From an optimization exercise on the open Yosys and OpenROAD flow, aimed at small area, a short achievable clock period and few clock cycles per item; shortcuts taken in it are not production practice.
RTL that was checked went through simulation tests only; none was proved equivalent to the original.
No activity file was given, so power comes from the tool's default toggle rates.

==> flow/design.v (excerpt) <==
module lc4_ooo_core (
   input  logic        gwe,
   input  logic        rst_n,
   output logic [15:0] imem_addr,
   input  logic [15:0] imem_out,
   output logic        commit_valid,
   output logic [15:0] commit_pc,
   output logic [15:0] commit_insn,
   output logic [15:0] commit_value,
   output logic        commit_we,
   output logic [2:0]  commit_reg,
   output logic [2:0]  commit_nzp
);
export LEC_CHECK = 0
export CAP_MARGIN = 20
export CORE_MARGIN = 2
export CORE_UTILIZATION = 40
export CTS_CLUSTER_DIAMETER = 120
export CTS_CLUSTER_SIZE = 22
export SLEW_MARGIN = 20
create_clock -name core_clock -period 9.0 [get_ports {gwe}]
standard.sh (not shown) runs the stock make flow with config.mk's settings and CLKGATE_MAP_FILE= SYNTH_SCRIPT=/design/flow/synth_recipe.tcl, a recipe that flattens the netlist after the stock synthesis.
==> flow/flow/run.sh <==
#!/bin/bash
# Standard layout (the standard.sh), with plain buffers on the ports and a
# tighter setup repair target. Each tool's output goes to a log in this folder.
set -euo pipefail
bash standard.sh BUFFER_PORTS_ARGS="-buffer_cell sky130_fd_sc_hd__buf_1" SETUP_SLACK_MARGIN=5.5 finish > flow_make.log 2>&1
Testbench counts at the start, summed over its fixed seeds: cycles 17,590, items 16,000.
Then changed:
==> flow/flow/run.sh (replaced) <==
#!/bin/bash
# Standard layout (the standard.sh), with plain buffers on the ports and a
# tighter setup repair target. Each tool's output goes to a log in this folder.
set -euo pipefail
bash standard.sh BUFFER_PORTS_ARGS="-buffer_cell sky130_fd_sc_hd__buf_1" SETUP_SLACK_MARGIN=5.7 finish > flow_make.log 2>&1
--- a/flow/config.mk
+++ b/flow/config.mk
@@ -9,5 +9,5 @@
 export CORE_MARGIN = 2
 export CORE_UTILIZATION = 40
-export CTS_CLUSTER_DIAMETER = 120
-export CTS_CLUSTER_SIZE = 22
+export CTS_CLUSTER_DIAMETER = 130
+export CTS_CLUSTER_SIZE = 26
 export SLEW_MARGIN = 20
The new run finished clean.
Fmax went up by 5.1%.
Via count barely changes.
Worst setup slack gets better by 0.17 ns.
Then changed:
==> flow/flow/run.sh (replaced) <==
#!/bin/bash
# Standard layout (the standard.sh), with plain buffers on the ports and a
# tighter setup repair target. Each tool's output goes to a log in this folder.
set -euo pipefail
bash standard.sh BUFFER_PORTS_ARGS="-buffer_cell sky130_fd_sc_hd__buf_1" SETUP_SLACK_MARGIN=5.95 finish > flow_make.log 2>&1
--- a/flow/config.mk
+++ b/flow/config.mk
@@ -9,5 +9,5 @@
 export CORE_MARGIN = 2
 export CORE_UTILIZATION = 40
-export CTS_CLUSTER_DIAMETER = 130
-export CTS_CLUSTER_SIZE = 26
+export CTS_CLUSTER_DIAMETER = 120
+export CTS_CLUSTER_SIZE = 22
 export SLEW_MARGIN = 20
Outcome: Synthesized area is unchanged. Routed wire length grows by 5.2%. Combinational power grows by about 5%. Die area is unchanged. Setup slack improved by 0.14 ns. Synthesized cell count stays the same. Clock skew grows by 0.0068 ns. Register-to-register slack improved by 0.14 ns. Final cell count grows by 1.9%. Worst hold slack got worse by 0.013 ns. Total power grows by 3.6%.
Then changed:
==> flow/flow/run.sh (replaced) <==
#!/bin/bash
# Standard layout (the standard.sh), with plain buffers on the ports and a
# tighter setup repair target. Each tool's output goes to a log in this folder.
set -euo pipefail
bash standard.sh BUFFER_PORTS_ARGS="-buffer_cell sky130_fd_sc_hd__buf_1" SETUP_SLACK_MARGIN=5.7 finish > flow_make.log 2>&1
The changed run completed with no timing, DRC or antenna violations.
Worst setup slack degrades by 0.12 ns.
Routed wire length drops by 5.0%.
Cell area drops by 4.6%.
Power drops by 3.0%.

========
lc4_ooo_core, a different RTL version from the one above (not shown whole).
Size: about 300 flip-flops, roughly 90 I/O pins, about 16000 sq um of cells after synthesis.
==> flow/config.mk <==
export PLATFORM = sky130hd
export DESIGN_NAME = lc4_ooo_core
export DESIGN_NICKNAME = lc4_ooo_core
export VERILOG_FILES = /design/flow/design.v
export SDC_FILE = /design/flow/constraint.sdc
export NUM_CORES = 4
export LEC_CHECK = 0
export CAP_MARGIN = 20
export CORE_MARGIN = 2
export CORE_UTILIZATION = 40
export CTS_CLUSTER_DIAMETER = 120
export CTS_CLUSTER_SIZE = 22
export SLEW_MARGIN = 20
==> flow/constraint.sdc <==
create_clock -name core_clock -period 9.0 [get_ports {gwe}]
set_input_delay 1.8000 -clock core_clock [delete_from_list [all_inputs] [get_ports {gwe}]]
set_output_delay 1.8000 -clock core_clock [all_outputs]
set_load 0.01 [all_outputs]
==> flow/flow/run.sh <==
#!/bin/bash
# Standard layout (the standard.sh), with plain buffers on the ports and a
# tighter setup repair target. Each tool's output goes to a log in this folder.
set -euo pipefail
bash standard.sh BUFFER_PORTS_ARGS="-buffer_cell sky130_fd_sc_hd__buf_1" SETUP_SLACK_MARGIN=5.85 finish > flow_make.log 2>&1
Testbench counts at the start, summed over its fixed seeds: cycles 17,590, items 16,000.
Rerun with:
==> flow/flow/run.sh (replaced) <==
#!/bin/bash
# Standard layout (the standard.sh), with plain buffers on the ports and a
# tighter setup repair target. Each tool's output goes to a log in this folder.
set -euo pipefail
bash standard.sh BUFFER_PORTS_ARGS="-buffer_cell sky130_fd_sc_hd__buf_1" SETUP_SLACK_MARGIN=5.7 finish > flow_make.log 2>&1
- CORE_UTILIZATION: 40 -> 50
- CTS_CLUSTER_DIAMETER: 120 -> 125
- CTS_CLUSTER_SIZE: 22 -> 25
Cell area shrinks by a few percent.
Synthesized cell count stays the same.
Maximum frequency shrinks slightly.
Wire length shrinks slightly.
Non-clock buffer count shrinks by 21.
Global-route usage grows by 5.2 points.
Sequential power barely changes.
Rerun with:
- CORE_UTILIZATION: 50 -> 45
Effect:
- final cell count went up by 3.0%
- first-iteration DRC count went down by about 13%
- global-route usage drops by 2.3 points
- worst setup slack improves by 0.065 ns
- worst hold slack gets worse by 0.0048 ns
- non-clock buffer count increases by 4
- clock-buffer cell count does not change
- via count fell by about 0.8%
- wire length grows by 0.52%
Rerun with:
--- a/flow/flow/run.sh
+++ b/flow/flow/run.sh
@@ -5 +5 @@
-bash standard.sh BUFFER_PORTS_ARGS="-buffer_cell sky130_fd_sc_hd__buf_1" SETUP_SLACK_MARGIN=5.7 finish > flow_make.log 2>&1
+bash standard.sh BUFFER_PORTS_ARGS="-buffer_cell sky130_fd_sc_hd__buf_1" SETUP_SLACK_MARGIN=5.6 finish > flow_make.log 2>&1
- CORE_UTILIZATION: 45 -> 40
- CTS_CLUSTER_DIAMETER: 125 -> 120
- CTS_CLUSTER_SIZE: 25 -> 22
Setup slack degrades by 0.053 ns.
Global-route usage drops by 2.8 points.
Core utilization went down by 6.3 points.
Design area is about the same.
Power is higher by 1.0%.
Synthesized area does not change.
Flip-flop and latch count does not change.
Fmax shrinks by 1.6%.
Wire length came out higher by 0.85%.
Non-clock buffer count is lower by 5.

========
Another version of the RTL of lc4_ooo_core (not shown whole).
Size in the first run: ~1400 cells after synthesis, about 300 flip-flops.
// lc4_ooo_core
module lc4_ooo_core (
   input  logic        gwe,
   input  logic        rst_n,
   output logic [15:0] imem_addr,
   input  logic [15:0] imem_out,
   output logic        commit_valid,
   output logic [15:0] commit_pc,
   output logic [15:0] commit_insn,
   output logic [15:0] commit_value,
   output logic        commit_we,
   output logic [2:0]  commit_reg,
   output logic [2:0]  commit_nzp
);
clock: 9.0 ns
lec_check: 0
cap_margin: 20
core_margin: 2
core_utilization: 40
cts_cluster_diameter: 120
cts_cluster_size: 22
slew_margin: 20
==> flow/flow/run.sh <==
#!/bin/bash
# Standard layout (the standard.sh), with plain buffers on the ports and a
# tighter setup repair target. Each tool's output goes to a log in this folder.
set -euo pipefail
bash standard.sh BUFFER_PORTS_ARGS="-buffer_cell sky130_fd_sc_hd__buf_2" SETUP_SLACK_MARGIN=5.5 finish > flow_make.log 2>&1
The baseline ran to the end with no violations.
Testbench counts at the start, summed over its fixed seeds: cycles 17,590, items 16,000.
Then changed:
ABC_AREA = 1   (was not set)
CTS_CLUSTER_DIAMETER = not set   (was 120)
CTS_CLUSTER_SIZE = not set   (was 22)
Effect:
- design area rises by 5.6%
- total power is higher by 4.2%
- die area increases by 3.2%
- fmax decreases by 1.6%
- global-route usage grows by 2.8 points
- routed wire length goes up by 20%
- clock-buffer cell count is higher by 16
- area after synthesis increases by 3.3%
- critical path depth is higher by 1
Then changed:
ABC_AREA = not set   (was 1)
CTS_CLUSTER_DIAMETER = 150   (was not set)
CTS_CLUSTER_SIZE = 30   (was not set)
Effect: Setup slack improved by 0.086 ns. Die area drops by 3.1%. Register-to-register slack improved by 0.09 ns. Global-route usage drops by 2.9 points. Total power drops by 6.6%. Cell count drops by 23%.
Then changed:
--- a/flow/flow/run.sh
+++ b/flow/flow/run.sh
@@ -5 +5 @@
-bash standard.sh BUFFER_PORTS_ARGS="-buffer_cell sky130_fd_sc_hd__buf_2" SETUP_SLACK_MARGIN=5.5 finish > flow_make.log 2>&1
+bash standard.sh BUFFER_PORTS_ARGS="-buffer_cell sky130_fd_sc_hd__buf_1" SETUP_SLACK_MARGIN=5.5 finish > flow_make.log 2>&1
CTS_CLUSTER_DIAMETER = 120   (was 150)
CTS_CLUSTER_SIZE = 22   (was 30)
After rerunning: Critical path depth drops by 1. Count of clock-buffer cells in the layout climbs by 7. First-iteration DRC count climbs by 7.2%.

========
lc4_ooo_core again, from the RTL that the note above started with.
==> flow/design.v (excerpt) <==
module lc4_ooo_core (
   input  logic        gwe,
   input  logic        rst_n,
   output logic [15:0] imem_addr,
   input  logic [15:0] imem_out,
   output logic        commit_valid,
   output logic [15:0] commit_pc,
   output logic [15:0] commit_insn,
   output logic [15:0] commit_value,
   output logic        commit_we,
   output logic [2:0]  commit_reg,
   output logic [2:0]  commit_nzp
);
clock: 9.0 ns
lec_check: 0
cap_margin: 20
core_margin: 2
core_utilization: 40
slew_margin: 20
==> flow/flow/run.sh <==
#!/bin/bash
# Standard layout (the standard.sh), with plain buffers on the ports and a
# tighter setup repair target. Each tool's output goes to a log in this folder.
set -euo pipefail
bash standard.sh BUFFER_PORTS_ARGS="-buffer_cell sky130_fd_sc_hd__buf_2" SETUP_SLACK_MARGIN=5.5 finish > flow_make.log 2>&1
Testbench counts at the start, summed over its fixed seeds: cycles 17,590, items 16,000.
Rerun with:
==> flow/flow/run.sh (replaced) <==
#!/bin/bash
# Standard layout (the standard.sh), with plain buffers on the ports and a
# tighter setup repair target. Each tool's output goes to a log in this folder.
set -euo pipefail
bash standard.sh BUFFER_PORTS_ARGS="-buffer_cell sky130_fd_sc_hd__buf_2" SETUP_SLACK_MARGIN=6 finish > flow_make.log 2>&1
Worst setup slack is better by 0.13 ns. Maximum frequency grows by 3.9%. Design area is higher by 6.6%. Sequential power barely changes. Utilization goes up by 3.1 points.
Rerun with:
==> flow/run.sh (new file) <==
#!/bin/bash
# synth_recipe.tcl (not shown) runs the flow's synth.tcl, then flattens the netlist and writes it again
# the make line also repeats each setting of config.mk as NAME=value (left out here)
make -C /OpenROAD-flow-scripts/flow DESIGN_CONFIG=/design/flow/config.mk WORK_HOME=/design/flow/orfs CLKGATE_MAP_FILE= SYNTH_SCRIPT=/design/flow/synth_recipe.tcl finish
Settings changed: SETUP_SLACK_MARGIN from default to 5.
removed: flow/flow/run.sh
removed: flow/standard.sh
The new run completed with no timing, DRC or antenna violations.
Power is lower by 6.1%.
Worst setup slack loses 0.50 ns.
Clock skew hardly moves.
Cell area went down by 5.4%.
Critical path depth is higher by 1.
Sequential share of layout area goes up by 1.9 points.
Rerun with:
==> flow/flow/run.sh (new file) <==
#!/bin/bash
# Standard layout (the standard.sh), with plain buffers on the ports and a
# tighter setup repair target. Each tool's output goes to a log in this folder.
set -euo pipefail
bash standard.sh BUFFER_PORTS_ARGS="-buffer_cell sky130_fd_sc_hd__buf_2" SETUP_SLACK_MARGIN=5.5 finish > flow_make.log 2>&1
==> flow/standard.sh (new file) <==
#!/bin/bash
# synth_recipe.tcl (not shown) runs the flow's synth.tcl, then flattens the netlist and writes it again
# the make line also repeats each setting of config.mk as NAME=value (left out here)
make -C /OpenROAD-flow-scripts/flow DESIGN_CONFIG=/design/flow/config.mk WORK_HOME=/design/flow/orfs CLKGATE_MAP_FILE= SYNTH_SCRIPT=/design/flow/synth_recipe.tcl "${@:-finish}"
Settings changed: CORE_UTILIZATION 40 to 55, CTS_CLUSTER_DIAMETER from default to 120, CTS_CLUSTER_SIZE from default to 22, PLACE_DENSITY from default to 0.72, SETUP_SLACK_MARGIN 5 to default.
removed: flow/run.sh
The new run completed without violations.
Sequential power barely changes.
Via count increases by 2.0%.
Register-to-register slack improves by 0.33 ns.
Maximum frequency grows by 9.7%.
Wire length went down by 3.6%.
Global-route usage went up by 5.7 points.
Cell count went down by 7.6%.
Die area came out lower by 27%.
Design area goes down by 4.9%.
Non-clock buffer count climbs by 18.
Rerun with:
Settings changed: CORE_UTILIZATION 55 to 40, CTS_BUF_LIST from default to sky130_fd_sc_hd__clkbuf_4 sky130_fd_sc_hd__clkbuf_8, CTS_CLUSTER_DIAMETER 120 to default, CTS_CLUSTER_SIZE 22 to default, PLACE_DENSITY 0.72 to default.
Setup slack improves by 0.022 ns.
Register-to-register slack gains 0.02 ns.
Core utilization falls by 15 points.
Final area rose by 3.3%.
Sequential cell count does not change.
Clock power went up by 48%.
Sequential share of layout area goes down by 1.4 points.
Total power climbs by 7.8%.
Die area is higher by 37%.

========
lc4_ooo_core, a different RTL version from the one above (not shown whole).
For scale: ~1400 cells after synthesis, ~15000 µm² of cells after synthesis.
Design lc4_ooo_core, start of the top module:
module lc4_ooo_core (
   input  logic        gwe,
   input  logic        rst_n,
   output logic [15:0] imem_addr,
   input  logic [15:0] imem_out,
   output logic        commit_valid,
   output logic [15:0] commit_pc,
   output logic [15:0] commit_insn,
   output logic [15:0] commit_value,
   output logic        commit_we,
   output logic [2:0]  commit_reg,
   output logic [2:0]  commit_nzp
);
   logic [15:0] pc_f;
   logic [15:0] d_insn;
   logic        x_valid, x_we, x_mulph;
   logic [15:0] x_insn, x_a, x_b;
   logic [7:0]  x_one, x_two, x_neg;    
   logic        c_valid, c_we, c_zero;
   logic [15:0] c_pc, c_insn, c_value;
   logic [15:0] rf [8];
   logic [7:0]  rf_ok;
   logic        x_sub, x_and, x_or, x_xor, x_mul;
   logic        stall, x_wr;
   logic [15:0] sum, res, mul_s, mul_c;
   assign stall = x_valid && x_mul && !x_mulph;    
   assign sum   = x_a + (x_b ^ {16{x_sub}}) + {15'd0, x_sub};
   lc4_mul_csa i_mul (.a(x_a), .one(x_one), .two(x_two), .neg(x_neg), .s(mul_s), .c(mul_c));
   always_comb begin
      if (x_and)
         res = x_a & x_b;
      else if (x_or)
  ...
export LEC_CHECK = 0
export CAP_MARGIN = 20
export CORE_MARGIN = 2
export CORE_UTILIZATION = 40
export CTS_CLUSTER_DIAMETER = 120
export CTS_CLUSTER_SIZE = 22
export SLEW_MARGIN = 20
create_clock -name core_clock -period 9.0 [get_ports {gwe}]
==> flow/flow/run.sh <==
#!/bin/bash
# Standard layout (the standard.sh), with plain buffers on the ports and a
# tighter setup repair target. Each tool's output goes to a log in this folder.
set -euo pipefail
bash standard.sh BUFFER_PORTS_ARGS="-buffer_cell sky130_fd_sc_hd__buf_4" SETUP_SLACK_MARGIN=5.7 finish > flow_make.log 2>&1
The starting point produced a clean layout.
Next try:
==> flow/flow/run.sh (replaced) <==
#!/bin/bash
# Standard layout (the standard.sh), with plain buffers on the ports and a
# tighter setup repair target. Each tool's output goes to a log in this folder.
set -euo pipefail
bash standard.sh BUFFER_PORTS_ARGS="-buffer_cell sky130_fd_sc_hd__buf_1" SETUP_SLACK_MARGIN=5.5 finish > flow_make.log 2>&1
The changed run finished clean; sequential share of layout area increases by 1.5 points; die area is unchanged; cell area goes down by 3.5%; total power is lower by 4.5%; setup slack got worse by 0.12 ns; wire length decreases by 5.8%; fmax went down by 3.5%; via count drops by 2.5%; clock skew increases by 0.020 ns; worst hold slack hardly moves.
No functional check of the RTL was part of any run of this note.

-- afterwards: timing with drivers on the ports --
No port has a modelled driver above. Below, the same layouts with a new extraction and two added sets of constraints. Step 1 sets driving cells, clkbuf_16 on the clock port and buf_2 on the other inputs (assumed; they add their load-dependent delay and slew). Step 2 times the ports against the registers' clock, not the clock port: input delays grow and output delays shrink by t, the midpoint of the rising clock arrivals with the driver on. Three values: ideal ports, drivers, drivers and shift; two values: the first two.
| run | t (ns) | setup slack, ns | worst setup path at the end |
|---|---|---|---|
| the first run of note 1 | 0.568 | 5.536 / 5.536 / 5.536 | register to register |
| the second run of note 1 | 0.558 | 5.704 / 5.704 / 5.704 | register to register |
| the third run of note 1 | 0.564 | 5.839 / 5.839 / 5.839 | register to register |
| the fourth run of note 1 | 0.572 | 5.717 / 5.717 / 5.717 | register to register |
| the first run of note 2 | 0.567 | 5.700 / 5.700 / 5.700 | register to register |
| the second run of note 2 | 0.571 | 5.681 / 5.681 / 5.681 | register to register |
| the third run of note 2 | 0.564 | 5.746 / 5.746 / 5.746 | register to register |
| the fourth run of note 2 | 0.569 | 5.693 / 5.693 / 5.693 | register to register |
| the first run of note 3 | 0.557 | 5.613 / 5.613 / 5.613 | register to register |
| the second run of note 3 | 0.567 | 5.557 / 5.557 / 5.557 | register to register |
| the third run of note 3 | 0.557 | 5.643 / 5.643 / 5.643 | register to register |
| the fourth run of note 3 | 0.568 | 5.625 / 5.625 / 5.625 | register to register |
| the first run of note 4 | 0.570 | 5.619 / 5.619 / 5.619 | register to register |
| the second run of note 4 | 0.625 | 5.746 / 5.746 / 5.746 | register to register |
| the third run of note 4 | 0.623 | 5.250 / 5.250 / 5.250 | register to register |
| the fourth run of note 4 | 0.555 | 5.581 / 5.581 / 5.581 | register to register |
| the fifth run of note 4 | 0.637 | 5.602 / 5.602 / 5.602 | register to register |
| the first run of note 5 | 0.574 | 5.642 / 5.642 / 5.192 | input to register |
| the second run of note 5 | 0.557 | 5.520 / 5.540 / 4.983 | input to register |
After both steps every run listed still meets setup and hold. The setup slack of the second run of note 5, which loses most, moves by +0.020 ns with the drivers and by -0.537 ns with both steps.
